From an optimization exercise on the open Yosys and OpenROAD flow, aimed at small area, a short achievable clock period and few clock cycles per item; shortcuts taken in it are not production practice.
The RTL was checked by simulation tests, not by an equivalence proof against the original design.

## run a
// barometer_pressure_compensation_unit
module barometer_pressure_compensation_unit (
    input  wire logic        clk,
    input  wire logic        rst_n,
    input  wire logic        s_tvalid,
    output logic             s_tready,
    input  wire logic [23:0] s_tdata,
    output logic             m_tvalid,
    input  wire logic        m_tready,
    output logic [23:0]      m_tdata,
    output logic [0:0]       m_tuser,
    input  wire logic        cfg_we,
    input  wire logic [bpc_pkg::CFG_ADDR_BITS-1:0] cfg_addr,
    input  wire logic [bpc_pkg::COEF_BITS-1:0]     cfg_wdata
);
    logic signed [15:0] a0_reg;
    logic signed [15:0] b1_reg;
    logic signed [15:0] b2_reg;
    logic signed [13:0] c12_reg;
    logic signed [17:0] b2x3_reg;     
    logic signed [15:0] c12x3_reg;    
    logic [3:0]  ok_reg;
    logic        a0_ok, b1_ok, b2_ok, c12_ok;
    logic [15:0] a0_g, b1_g;
    logic [3:0]  vld;
    logic        en;
    logic [9:0]  p1_reg, t1_reg;
    logic [3:0]  tk_next, tk2_reg;
    logic [11:0] temp_next;
    logic [25:0] x_next, x2_reg;
    logic [27:0] y_next, y2_reg;
    logic [9:0]  p2_reg, t2_reg;
    logic [16:0]  lo_sum;
    logic        c3_reg;
    logic [28-1:0] ra3_reg, rb3_reg;
    logic [11:0] temp3_reg;
    logic [28-1:0] s_full;
    logic [25:0] v;
    logic        clip_lo4_reg, clip_hi4_reg;
    logic [12:0] hl;
    logic [11:0] h4_reg;
    logic [2:0]  g4_reg;
    logic        c4_reg;
    logic [11:0] temp4_reg;
    logic [12:0] q2;
    logic [11:0] pres;
    assign en       = !vld[3] || m_tready;
    assign s_tready = en;
    assign m_tvalid = vld[3];
    assign m_tdata  = {temp4_reg, pres};
    assign m_tuser  = clip_lo4_reg || clip_hi4_reg;
    always_ff @(posedge clk or negedge rst_n)
    begin
  ...
clock: 7.5 ns
lec_check: 0
abc_area: 1
cap_margin: 20
core_margin: 2
core_utilization: 40
cts_buf_list: sky130_fd_sc_hd__clkbuf_4
setup_slack_margin: 2.5
slew_margin: 20
standard.sh (not shown) runs the stock make flow with config.mk's settings and CLKGATE_MAP_FILE= SYNTH_SCRIPT=/design/flow/synth_recipe.tcl, a recipe that flattens the netlist after the stock synthesis.
==> flow/flow/run.sh <==
#!/bin/bash
# The standard layout, with one step added between synthesis and floorplan.
# polarity.py rewrites the synthesized netlist without changing its function:
#  - a full adder complements both outputs when its three inputs are
#    complemented, so each fa cell takes its inputs in whichever polarity needs
#    fewer inverters; a half adder whose inputs are both wanted complemented
#    is rebuilt as an xor2 and a nor2 of those complements;
#  - each fa cell's latest-arriving input goes to its carry-input pin, the
#    fastest of the three (the cell is symmetric in them).
# Registers and every other step are the standard flow's, except that the
# ports are buffered with buf_2 cells (BUFFER_PORTS_ARGS) rather than the slow
# delay-buffer cell the resizer picks. Each tool's output is logged here.
set -euo pipefail
res=orfs/results/${FLOW_PLATFORM}/barometer_pressure_compensation_unit/base
bash standard.sh synth > standard_synth.log 2>&1
cp "$res/1_2_yosys.v" synth_netlist.v
python3 flow/polarity.py synth_netlist.v "$res/1_2_yosys.v" > polarity.log 2>&1
touch "$res/1_2_yosys.v"
bash standard.sh "BUFFER_PORTS_ARGS=-buffer_cell sky130_fd_sc_hd__buf_2" finish > standard_finish.log 2>&1
Other scripts of this flow, unchanged in this note and not shown: flow/flow/polarity.py
Run a: PASS, flow complete, no timing, DRC or antenna violations
Testbench counts of run a, summed over its fixed seeds: cycles 12,032, items 12,000.
What run b does differently from run a at the input level:
Settings: setting PLACE_DENSITY to 0.5 for the first time.
==> comparison <==
Looking at the reports, run b completed the entire flow and the layout it produced met the timing, design-rule and antenna checks. Compare run a and run b | design area lower: run a. Looking only at post-cts gate resize count, and setting everything else aside, the lower value of run a and run b goes to run a. Fraction of area in registers: run b vs run a — no meaningful difference. Run b vs run a — wire length the detailed router placed on met1 rose 9.4%. Of run a and run b, the run reporting the lower post-route minimum period was run a. In the reports for run a and run b, the larger routed wire length belongs to run b. Max global routing met3 resource utilization across run a and run b: run a. On final instance count without filler cells, run a and run b are basically level. Run b leaves less setup margin than run a.

* * *

Setup of run 1:
barometer_pressure_compensation_unit again, from the RTL that the note above started with.
export LEC_CHECK = 0
export ABC_AREA = 1
export CAP_MARGIN = 20
export CORE_MARGIN = 2
export CORE_UTILIZATION = 40
export SETUP_SLACK_MARGIN = 2.8
export SLEW_MARGIN = 20
create_clock -name core_clock -period 7.5 [get_ports {clk}]
==> flow/flow/run.sh <==
#!/bin/bash
# The standard layout, with one step added between synthesis and floorplan:
# polarity.py removes inverters around the full-adder cells of the synthesized
# netlist (a full adder complements both outputs when its three inputs are
# complemented, so each fa cell can take its inputs in whichever polarity needs
# fewer inverters), and gives each fa cell's latest-arriving input its carry
# input pin, the fastest of the three (the cell is symmetric in them). Registers, cells other than inverters and every other step
# are the standard flow's, except that the ports are buffered with buf_2 cells
# (BUFFER_PORTS_ARGS) rather than the slow delay-buffer cell the resizer picks.
set -euo pipefail
res=orfs/results/${FLOW_PLATFORM}/barometer_pressure_compensation_unit/base
bash standard.sh synth > standard_synth.log 2>&1
cp "$res/1_2_yosys.v" synth_netlist.v
python3 flow/polarity.py synth_netlist.v "$res/1_2_yosys.v" > polarity.log 2>&1
touch "$res/1_2_yosys.v"
bash standard.sh "BUFFER_PORTS_ARGS=-buffer_cell sky130_fd_sc_hd__buf_2" finish > standard_finish.log 2>&1
Other scripts of this flow, unchanged in this note and not shown: flow/flow/polarity.py
Run 1 reached the final stage; the timing, design-rule and antenna checks on its layout passed.
Testbench counts of run 1, summed over its fixed seeds: cycles 12,032, items 12,000.
Changes in run 2 relative to run 1:
# run 1
export LEC_CHECK = 0
export ABC_AREA = 1
export CAP_MARGIN = 20
export CORE_MARGIN = 2
export CORE_UTILIZATION = 40
export SETUP_SLACK_MARGIN = 2.8
export SLEW_MARGIN = 20
create_clock -name core_clock -period 7.5 [get_ports {clk}]
# run 2
export LEC_CHECK = 0
export ABC_AREA = 1
export CAP_MARGIN = 20
export CORE_MARGIN = 2
export CORE_UTILIZATION = 40
export CTS_BUF_LIST = sky130_fd_sc_hd__clkbuf_4
export SETUP_SLACK_MARGIN = 2.5
export SLEW_MARGIN = 20
create_clock -name core_clock -period 7.5 [get_ports {clk}]
## What came out
Comparing run 2 and run 1, routed wire length is lower on run 2.
Number of stages on the worst setup path is higher on run 1
Run 2 vs. run 1: transition at the pin with the smallest max-transition slack saw a decrease; worst reg-to-reg path cell count fell 1.
The following lists how run 3 was set up differently from run 2:
# run 2
export LEC_CHECK = 0
export ABC_AREA = 1
export CAP_MARGIN = 20
export CORE_MARGIN = 2
export CORE_UTILIZATION = 40
export CTS_BUF_LIST = sky130_fd_sc_hd__clkbuf_4
export SETUP_SLACK_MARGIN = 2.5
export SLEW_MARGIN = 20
create_clock -name core_clock -period 7.5 [get_ports {clk}]
# run 3
export LEC_CHECK = 0
export ABC_AREA = 1
export CAP_MARGIN = 20
export CORE_MARGIN = 2
export CORE_UTILIZATION = 40
export CTS_BUF_LIST = sky130_fd_sc_hd__clkbuf_4
export PLACE_DENSITY = 0.75
export SETUP_SLACK_MARGIN = 2.5
export SLEW_MARGIN = 20
create_clock -name core_clock -period 7.5 [get_ports {clk}]
Notes after the runs:
Run 3 and run 2 ended up with roughly the same clock-cell share of area. Taking run 2 as the reference point, the max-slew headroom at the worst pin of run 3 falls by 11 points. Max antenna diode count across run 3 and run 2: run 2. Every run in the comparison, run 3 and run 2, completed the flow with a clean layout. Run 3 -> run 2: number of nets in the synthesized netlist delta 0, exact match. ~same final cell utilization of the core in run 3 and run 2. Against run 2 as the reference, run 3 delivers a lower initial antenna violation count.
The following lists how run 4 was set up differently from run 3:
# run 3
export LEC_CHECK = 0
export ABC_AREA = 1
export CAP_MARGIN = 20
export CORE_MARGIN = 2
export CORE_UTILIZATION = 40
export CTS_BUF_LIST = sky130_fd_sc_hd__clkbuf_4
export PLACE_DENSITY = 0.75
export SETUP_SLACK_MARGIN = 2.5
export SLEW_MARGIN = 20
create_clock -name core_clock -period 7.5 [get_ports {clk}]
# run 4
export LEC_CHECK = 0
export ABC_AREA = 1
export CAP_MARGIN = 20
export CORE_MARGIN = 2
export CORE_UTILIZATION = 40
export CTS_BUF_LIST = sky130_fd_sc_hd__clkbuf_4
export SETUP_SLACK_MARGIN = 2.4
export SLEW_MARGIN = 20
create_clock -name core_clock -period 7.5 [get_ports {clk}]
- Run 4: flow completed, timing, DRC and antenna clean
- Lower worst-case headroom to the max-slew limit was reported by run 4, not run 3.
- Run 4 ends up with a final cycle utilization of the critical path that is 0.30 points higher than in run 3.
- Compared run 3 against run 4; sequential portion of the cell area within noise.
- Going from run 3 to run 4, wire length after detailed routing grew by a few percent.
- [compare] base=run 3 new=run 4: largest fanout on the critical path now smaller; count of inverters not on the clock network in the layout now sits at about the same level.
For run 5, these inputs were changed with respect to run 4:
# run 4
export LEC_CHECK = 0
export ABC_AREA = 1
export CAP_MARGIN = 20
export CORE_MARGIN = 2
export CORE_UTILIZATION = 40
export CTS_BUF_LIST = sky130_fd_sc_hd__clkbuf_4
export SETUP_SLACK_MARGIN = 2.4
export SLEW_MARGIN = 20
create_clock -name core_clock -period 7.5 [get_ports {clk}]
# run 5
export LEC_CHECK = 0
export ABC_AREA = 1
export CAP_MARGIN = 20
export CORE_MARGIN = 2
export CORE_UTILIZATION = 40
export CTS_CLUSTER_DIAMETER = 60
export CTS_CLUSTER_SIZE = 30
export SETUP_SLACK_MARGIN = 2.5
export SLEW_MARGIN = 20
create_clock -name core_clock -period 7.5 [get_ports {clk}]
## What came out
Changes observed in run 5 relative to run 4: count of clock-buffer cells in the layout now smaller, number of instances resized during post-cts repair now larger. Run 5 ended up with a higher non-clock buffer count than run 4 did. For the number of antenna violations at the first check in global routing, run 5 came in 1 lower than run 4 did.
Modified inputs, run 6 compared to run 5
# run 5
export LEC_CHECK = 0
export ABC_AREA = 1
export CAP_MARGIN = 20
export CORE_MARGIN = 2
export CORE_UTILIZATION = 40
export CTS_CLUSTER_DIAMETER = 60
export CTS_CLUSTER_SIZE = 30
export SETUP_SLACK_MARGIN = 2.5
export SLEW_MARGIN = 20
create_clock -name core_clock -period 7.5 [get_ports {clk}]
# run 6
export LEC_CHECK = 0
export ABC_AREA = 1
export CAP_MARGIN = 20
export CORE_MARGIN = 2
export CORE_UTILIZATION = 40
export CTS_BUF_LIST = sky130_fd_sc_hd__clkbuf_8
export SETUP_SLACK_MARGIN = 2.5
export SLEW_MARGIN = 20
create_clock -name core_clock -period 7.5 [get_ports {clk}]
## What came out
Highest routed metal layer = met4: run 5; highest routed metal layer = met5: run 6
Final area ended up about 0.55% lower on run 6 than on run 5.
The total global routing track utilization of run 6 exceeds that of run 5 by 0.19 points.

afterwards: timing with drivers on the ports:
How much do the figures lean on ideal ports? The routed layouts below were timed once more, with nothing changed but the port constraints.
Step 1, drivers: a clkbuf_16 drives clk and a buf_2 each remaining input, both assumed.
Step 2 adds t to the input delays and takes it off the output delays; t is the mean of the earliest and latest rising clock arrival at the registers after step 1. Input paths then give back, and output paths get back, about the clock's delay inside the block.
Three values: ideal, step 1, step 2; two values: the first two.
run | t, ns | setup slack, ns | hold WS [ns] | latest minus earliest clock arrival (ns)
run a | 0.852 | 2.579 / 2.579 / 2.579 | 0.409 / 0.409 / 0.409 | 0.090 / 0.090
run b | 0.881 | 2.558 / 2.558 / 2.558 | 0.412 / 0.412 / 0.412 | 0.091 / 0.091
run 1 | 0.601 | 2.628 / 2.628 / 2.628 | 0.411 / 0.411 / 0.411 | 0.023 / 0.023
run 2 | 0.868 | 2.632 / 2.632 / 2.632 | 0.402 / 0.402 / 0.402 | 0.086 / 0.086
run 3 | 0.839 | 2.507 / 2.507 / 2.507 | 0.365 / 0.365 / 0.365 | 0.112 / 0.111
run 4 | 0.886 | 2.484 / 2.484 / 2.484 | 0.401 / 0.401 / 0.401 | 0.121 / 0.120
run 5 | 0.641 | 2.594 / 2.594 / 2.594 | 0.418 / 0.418 / 0.418 | 0.020 / 0.020
run 6 | 0.695 | 2.610 / 2.610 / 2.610 | 0.402 / 0.402 / 0.402 | 0.069 / 0.070
After both steps setup and hold are still met in every run listed.
